This design comes from an exercise in tuning for small area, a short achievable clock period and few clock cycles per item on the open sky130 flow, not from production work.
Only simulation tests tie the RTL to the original design; equivalence was not proved.
Power figures rest on the tool's default switching activity, not on a simulated workload.

[flow/config.mk]
export PLATFORM = sky130hd
export DESIGN_NAME = ternary_min_heap_queue
export DESIGN_NICKNAME = ternary_min_heap_queue
export VERILOG_FILES = /design/flow/design.v
export SDC_FILE = /design/flow/constraint.sdc
export NUM_CORES = 4
export LEC_CHECK = 0
export CAP_MARGIN = 20
export CELL_PAD_IN_SITES_DETAIL_PLACEMENT = 1
export CORE_MARGIN = 2
export CORE_UTILIZATION = 45
export PLACE_DENSITY = 0.5
export SETUP_SLACK_MARGIN = 4.8
export SLEW_MARGIN = 20
[flow/design.v]
`timescale 1ns / 1ps
package tmhq_pkg;
  localparam int PRIO_BITS   = 32;
  localparam int IO_TAG_BITS = 16;
  localparam int COUNT_BITS  = 7;
  localparam logic ACT_INSERT = 1'b0;
  localparam logic ACT_REMOVE = 1'b1;
  typedef enum logic [1:0] {
    ST_INSERTED = 2'd0,
    ST_REMOVED  = 2'd1,
    ST_EMPTY    = 2'd2,
    ST_FULL     = 2'd3
  } status_t;
  typedef enum logic [3:0] {
    S_IDLE,
    S_DISPATCH,
    S_RM_ROOT,
    S_RM_LAST,
    S_UP_LEVEL,
    S_UP_CMP,
    S_DN_LEVEL,
    S_DN_SCAN,
    S_DN_DEC,
    S_FINISH
  } state_t;
endpackage
`timescale 1ns / 1ps
import tmhq_pkg::*;
module ternary_min_heap_queue #(
  parameter int CAPACITY = 64,
  parameter int TAG_BITS = 16
) (
  input  logic        clk,
  input  logic        rst,
  input  logic        s_tvalid,
  output logic        s_tready,
  input  logic [47:0] s_tdata,    
  input  logic [0:0]  s_tuser,    
  output logic        m_tvalid,
  input  logic        m_tready,
  output logic [55:0] m_tdata,    
  output logic [1:0]  m_tuser     
);
  localparam int N  = CAPACITY;
  localparam int PB = PRIO_BITS;
  localparam int EW = PRIO_BITS + IO_TAG_BITS;           
  localparam int RW = 2 + COUNT_BITS + EW;               
  function automatic logic lt_s(input logic [PB-1:0] a, input logic [PB-1:0] b);
    logic [PB-1:0] ua;
    logic [PB-1:0] ub;
    logic [PB-1:0] g;
    logic [PB-1:0] p;
    ua = {~a[PB-1], a[PB-2:0]};
    ub = {~b[PB-1], b[PB-2:0]};
    g  = ~ua & ub;
    p  = ~ua | ub;
    for (int w = 1; w < PB; w = w * 2) begin
      for (int k = 0; k + w < PB; k = k + 2 * w) begin
        g[k + 2*w - 1] = g[k + 2*w - 1] | (p[k + 2*w - 1] & g[k + w - 1]);
        p[k + 2*w - 1] = p[k + 2*w - 1] & p[k + w - 1];
      end
    end
    lt_s = g[PB-1];
  endfunction
  logic          a_v;
  logic          a_act;
  logic [EW-1:0] a_x;
  logic [N-1:0]  a_lt;       
  logic          go;         
  logic          ins_f;      
  logic          rem_f;      
  logic [N-1:0]  sel_x;      
  logic [N-1:0]  sel_l;
  logic [N-1:0]  sel_r;
  logic          rdy;        
  logic [EW-1:0]         v [N];
  logic [N-1:0]          valid;
  logic [COUNT_BITS-1:0] count;
  logic          m_v;
  logic          s_v;
  logic [RW-1:0] m_q;
  logic [RW-1:0] s_q;
  logic          full;
  logic          empty;
  logic          a_take;
  logic          pop;
  logic [RW-1:0] res;
  assign full     = valid[N-1];
  assign empty    = !valid[0];
  assign a_take   = !a_v || go;
  assign pop      = m_v && m_tready;
  assign s_tready = rdy;
  logic          a_v_n;
  logic          a_act_n;
  logic [N-1:0]  valid_n;
  logic          m_v_n;
  logic          s_v_n;
  logic          go_n;
  logic          ins_n;
  logic          rem_n;
  assign a_v_n   = a_take ? s_tvalid : a_v;
  assign a_act_n = a_take ? s_tuser[0] : a_act;
  assign valid_n = ins_f ? {valid[N-2:0], 1'b1} : rem_f ? {1'b0, valid[N-1:1]} : valid;
  assign m_v_n   = (!m_v || pop) ? (s_v || go) : m_v;
  assign s_v_n   = (!m_v || pop) ? 1'b0 : (s_v || go);
  assign go_n    = a_v_n && !(m_v_n && s_v_n);
  assign ins_n   = go_n && (a_act_n == ACT_INSERT) && !valid_n[N-1];
  assign rem_n   = go_n && (a_act_n == ACT_REMOVE) && valid_n[0];
  logic [N-1:0] cmp_raw;
  logic         cmp_new;
  logic [N-1:0] c_raw;       
  logic         c_new;
  logic [N-1:0] p_lt;        
  logic         p_ins;
  logic         p_rem;
  assign cmp_new = lt_s(s_tdata[PB-1:0], a_x[PB-1:0]);
  for (genvar i = 0; i < N; i++) begin : g_cmp
    logic c_l;
    logic c_r;
    logic psl;
    logic psx;
    assign cmp_raw[i] = lt_s(s_tdata[PB-1:0], v[i][PB-1:0]);
    if (i == 0) begin : g_l0
      assign c_l = 1'b0;
      assign psl = 1'b0;
      assign psx = p_ins && p_lt[i];
    end else begin : g_ln
      assign c_l = c_raw[i-1];
      assign psl = p_ins && p_lt[i] && p_lt[i-1];
      assign psx = p_ins && p_lt[i] && !p_lt[i-1];
    end
    if (i == N - 1) begin : g_rl
      assign c_r = 1'b1;
    end else begin : g_rn
      assign c_r = c_raw[i+1];
    end
    assign a_lt[i] = !valid[i] ||
                     ((psl && c_l) || (psx && c_new) || (p_rem && c_r) ||
                      (!psl && !psx && !p_rem && c_raw[i]));
  end
  for (genvar i = 0; i < N; i++) begin : g_slot
    logic [EW-1:0] left;
    logic [EW-1:0] right;
    logic          sel_h;
    if (i == 0) begin : g_l0
      assign left = '0;
    end else begin : g_ln
      assign left = v[i-1];
    end
    if (i == N - 1) begin : g_rl
      assign right = '0;
    end else begin : g_rn
      assign right = v[i+1];
    end
    assign sel_h = !(sel_l[i] || sel_x[i] || sel_r[i]);
    always_ff @(posedge clk) begin
      v[i] <= ({EW{sel_h}} & v[i]) | ({EW{sel_x[i]}} & a_x) |
              ({EW{sel_l[i]}} & left) | ({EW{sel_r[i]}} & right);
    end
  end
  for (genvar i = 0; i < N; i++) begin : g_sel
    if (i == 0) begin : g_l0
      assign sel_x[i] = ins_f && a_lt[i];
      assign sel_l[i] = 1'b0;
    end else begin : g_ln
      assign sel_x[i] = ins_f && a_lt[i] && !a_lt[i-1];
      assign sel_l[i] = ins_f && a_lt[i] && a_lt[i-1];
    end
    if (i == N - 1) begin : g_rl
      assign sel_r[i] = 1'b0;
    end else begin : g_rn
      assign sel_r[i] = rem_f && valid[i+1];
    end
  end
  always_comb begin
    res = '0;
    if (a_act == ACT_INSERT) begin
      res[RW-1:RW-2] = full ? ST_FULL : ST_INSERTED;
      res[EW+:COUNT_BITS] = full ? count : count + COUNT_BITS'(1);
    end else if (empty) begin
      res[RW-1:RW-2] = ST_EMPTY;
    end else begin
      res[RW-1:RW-2] = ST_REMOVED;
      res[EW+:COUNT_BITS] = count - COUNT_BITS'(1);
      res[EW-1:0] = v[0];
    end
  end
  always_ff @(posedge clk) begin
    if (rst) begin
      a_v   <= 1'b0;
      m_v   <= 1'b0;
      s_v   <= 1'b0;
      go    <= 1'b0;
      ins_f <= 1'b0;
      rem_f <= 1'b0;
      rdy   <= 1'b1;
      valid <= '0;
      count <= '0;
    end else begin
      a_v   <= a_v_n;
      m_v   <= m_v_n;
      s_v   <= s_v_n;
      go    <= go_n;
      ins_f <= ins_n;
      rem_f <= rem_n;
      rdy   <= !a_v_n || go_n;
      valid <= valid_n;
      if (ins_f) count <= count + COUNT_BITS'(1);
      else if (rem_f) count <= count - COUNT_BITS'(1);
    end
  end
  logic m_ld;
  assign m_ld = !m_v || pop;
  always_ff @(posedge clk) begin
    a_x   <= ({EW{a_take}} & s_tdata) | ({EW{!a_take}} & a_x);
    a_act <= a_act_n;
    if (a_take) begin
      c_raw <= cmp_raw;
      c_new <= cmp_new;
      p_lt  <= a_lt;
      p_ins <= ins_f;
      p_rem <= rem_f;
    end
    m_q   <= ({RW{m_ld && s_v}} & s_q) | ({RW{m_ld && !s_v}} & res) | ({RW{!m_ld}} & m_q);
    s_q   <= ({RW{go}} & res) | ({RW{!go}} & s_q);
  end
  assign m_tvalid = m_v;
  assign m_tdata  = {1'b0, m_q[EW+:COUNT_BITS], m_q[EW-1:0]};
  assign m_tuser  = m_q[RW-1:RW-2];
endmodule
[flow/constraint.sdc]
create_clock -name core_clock -period 7.5 [get_ports {clk}]
set_input_delay 1.5000 -clock core_clock [delete_from_list [all_inputs] [get_ports {clk}]]
set_output_delay 1.5000 -clock core_clock [all_outputs]
set_load 0.01 [all_outputs]
[flow/run.sh]
#!/bin/bash
# synth_recipe.tcl (not shown) runs the flow's synth.tcl, then flattens the netlist and writes it again
# the make line also repeats each setting of config.mk as NAME=value (left out here)
make -C /OpenROAD-flow-scripts/flow DESIGN_CONFIG=/design/flow/config.mk WORK_HOME=/design/flow/orfs CLKGATE_MAP_FILE= SYNTH_SCRIPT=/design/flow/synth_recipe.tcl finish
==> run notes <==
Post-synth EDFFs 236; fin. max-slew vios 0; Die ar. around 400000 um2; DIE WIDTH roughly 640 um; Final Hold Fails 0; main flop type after synthesis dfxtp_1; PortBufs 111; initial core utilization 0.451; CP Capture Type output pin; CP Data Required Time 6.00 ns; Max clock buf depth 4; Final GP Congestion around 0.96; Core Rows about 230; Placed Cells incl. Taps roughly 25000; initial antenna violation count around 130; Post-Synthesis Net Count approximately 22000; CTS Root Cell clkbuf_16; Non-Filler Instances between 20000 and 30000; Worst-path clk slew 0.06 ns; All-Layer GR Usage 0.487; MaxCap Viol Count 0; WP buf/inv 1; Routed WL 1120000 um; number of synthesized register bits ~3400; delay-heaviest family, CP flip-flops; clock sink count 3444; startpoint types flop; clock network fraction of total power 0.360; CTS H-Tree Depth 5; first-pass GRT wire length approximately 1500000 um; cts-stage hold buffer count 0; largest stage delay on the critical path ~0.4 ns; Internal 0.0376 W; post-route setup TNS 0 ns; largest net degree at the start of global routing 97; switch share 0.358; worst-path fanout max 2; Syn Area/Cell around 8.3 um2; Seq pwr share 0.444; drt initial violations ~34000; Worst path slowest cell dfxtp_4; period utilization 0.415; CP cell instances buf_6; post-synthesis to final-layout area growth 20.0%; Tmin final 3.11 ns; GRT Residual Overflow 0; CTS tree built; core area about 400000 um2; Final setup viols 0; leakage 79.7 nW; share of cells above drive strength 1 0.140; Worst VDD drop between 0.15 and 0.2 mV; Final WS setup approximately 4.4 ns; Final HPWL DP 638000 um; worst skew pair latency 1.10 ns; Yosys cell types 83; sequential fraction of the synthesis area 0.393; vias in the first global route ~190k; Psw approximately 0.021 W; WL per Instance between 40 and 50 um; Vias per Instance 7.69; routed vias approximately 210k; RSZ-0062 raised after global routing true; PD cells 269 nW/um2; gate count of the mapped netlist 21784; commonest non-fill, non-tap cell in the layout nand2_1; Worst Path Arrival roughly 1.6 ns; Final Skew 0.0705 ns; synth warn 2; Place WS 1.65 ns; Logic pwr share 0.196; Max-slew headroom 0.171; kind of critical path flop to output pin; ANT nets after route 0; commonest non-fill, non-tap cells in the layout 3633 x nand2_1, 3354 x a22oi_1, 3145 x dfxtp_1; Mapped Area 181000 um2; Top Ports 113; Inserted Clock Buffers between 400 and 500; DRT Pass-1 Iters 13; DRC viols 0; outcome finished clean; Worst-Margin Slew 1.24 ns; fraction of registers with async set/reset 0; fmax 321 MHz; Nets about 21000; Die Y about 640 um; hold crit path type flop to flop
-- routing by layer --
metal / GRT usage / part of all wire
met1: 0.596 / 0.36
met2: 0.702 / 0.40
met3: 0.152 / 0.14
met4: 0.396 / 0.10
met5: 0 / 0.0011
-- per-stage QoR --
stage | hold WS, ns | total power, W | area, um2 | utilization
final | 0.455 | 0.0586 | 218000 | 0.541
after global routing | 0.477 | 0.0597 | 217000 | 0.541
after CTS | 0.458 | 0.0564 | 207000 | 0.515
after detailed placement | 0.441 | 0.0350 | 185000 | 0.459
after global placement | 0.434 | 0.0347 | 185000 | 0.459
after floorplan | 0.425 | 0.0298 | 182000 | -
-- worst min-delay path, cell delays in order, from the launching register on --
cell and delay [ns]:
dfxtp_2 0.33, nand2_1 0.04, o21ai_0 0.05
-- repair_timing --
item | 4_1_cts | 5_1_grt
cloned | 106 | 160
gates resized for setup | 1381 | 978
setup buffers | 201 | 296
pin swaps | 162 | 420
endpoints found under the setup margin | 3235 | 2605
-- cell families after synthesis --
| family | synth area share |
|---|---|
| adder cells (fa/ha/maj) | 0.0113 |
| buffers and inverters | 0.0678 |
| multiplexers | 0.0593 |
| flip-flops | 0.393 |
| AND/OR/NAND/NOR | 0.118 |
| XOR/XNOR | 0.000386 |
| other | 0.0000207 |
| AO/OA/AOI/OAI | 0.350 |
-- final cells by class --
cell class	count	area, um2
repair buffers	1340	19600
flip-flops and latches	3444	71400
well taps	5287	6620
repair inverters	29	355
diodes	108	270
clock buffers	612	12100
inverters	555	2760
fillers	45220	184000
multi-input cells	15439	103000
clock inverters	128	1520
-- power groups by stage --
stage / clock (W) / sequential, W / combinational (W)
final: 0.0211 / 0.0260 / 0.0115
after CTS: 0.0209 / 0.0255 / 0.00998
after global routing: 0.0217 / 0.0260 / 0.0120
after detailed placement: 0 / 0.0259 / 0.00909
after global placement: 0 / 0.0259 / 0.00882
after floorplan: 0 / 0.0236 / 0.00624
-- worst paths after layout --
kind	startpoint	endpoint	cells after the start	slack (ns)
setup / recovery	m_q[5]	m_tdata[5]	1	4.39
hold / removal	m_q[46]	m_q[46]	2	0.46
setup reg to reg	rem_f	v[41][38]	7	4.55
hold reg to reg	m_q[46]	m_q[46]	2	0.46
-- registers in the layout (all words and copies together), names as in the netlist, named ones only --
name and count:
s_v 1, go 1, c_raw 64, p_ins 1, rdy 1, v 3072, valid 64, count 7
m_q 57, a_v 1, c_new 1, a_act 1, p_rem 1, ins_f 1, p_lt 64, rem_f 1
m_v 1
-- Yosys cell counts, types with 297 or more instances --
cell type	instances	share of area
nand2_1	3696	0.076
a22oi_1	3537	0.15
dfxtp_1	3208	0.35
a21oi_1	1577	0.044
clkbuf_1	1573	0.033
o21ai_0	1306	0.036
mux2i_1	1053	0.058
a221o_1	772	0.043
nor2_1	599	0.012
buf_2	516	0.014
inv_1	516	0.011
o221ai_1	417	0.020
o22ai_1	297	0.010
Testbench counts, summed over its fixed seeds: cycles 16,016, items 16,000.

port drivers added, routing unchanged:
The results above use ideal ports. As a check the final layout listed here was re-extracted and re-timed, cells and wires unchanged. Step 1 assumes that a clkbuf_16 drives the clock port and a buf_2 every other input. Step 2 also shifts input and output timing later by t, the mid clock arrival at the registers, as if the neighbouring blocks saw the same clock. Three values: no drivers, after step 1, after step 2; two values: the first two.
shift t [ns]: 1.206
setup WS [ns]: 4.387 / 4.250 / 3.104
pins driven straight from the clock port: 1
After both steps setup and hold are still met in this run. The setup slack of this run moves by -0.137 ns with the drivers and by -1.283 ns with both steps.
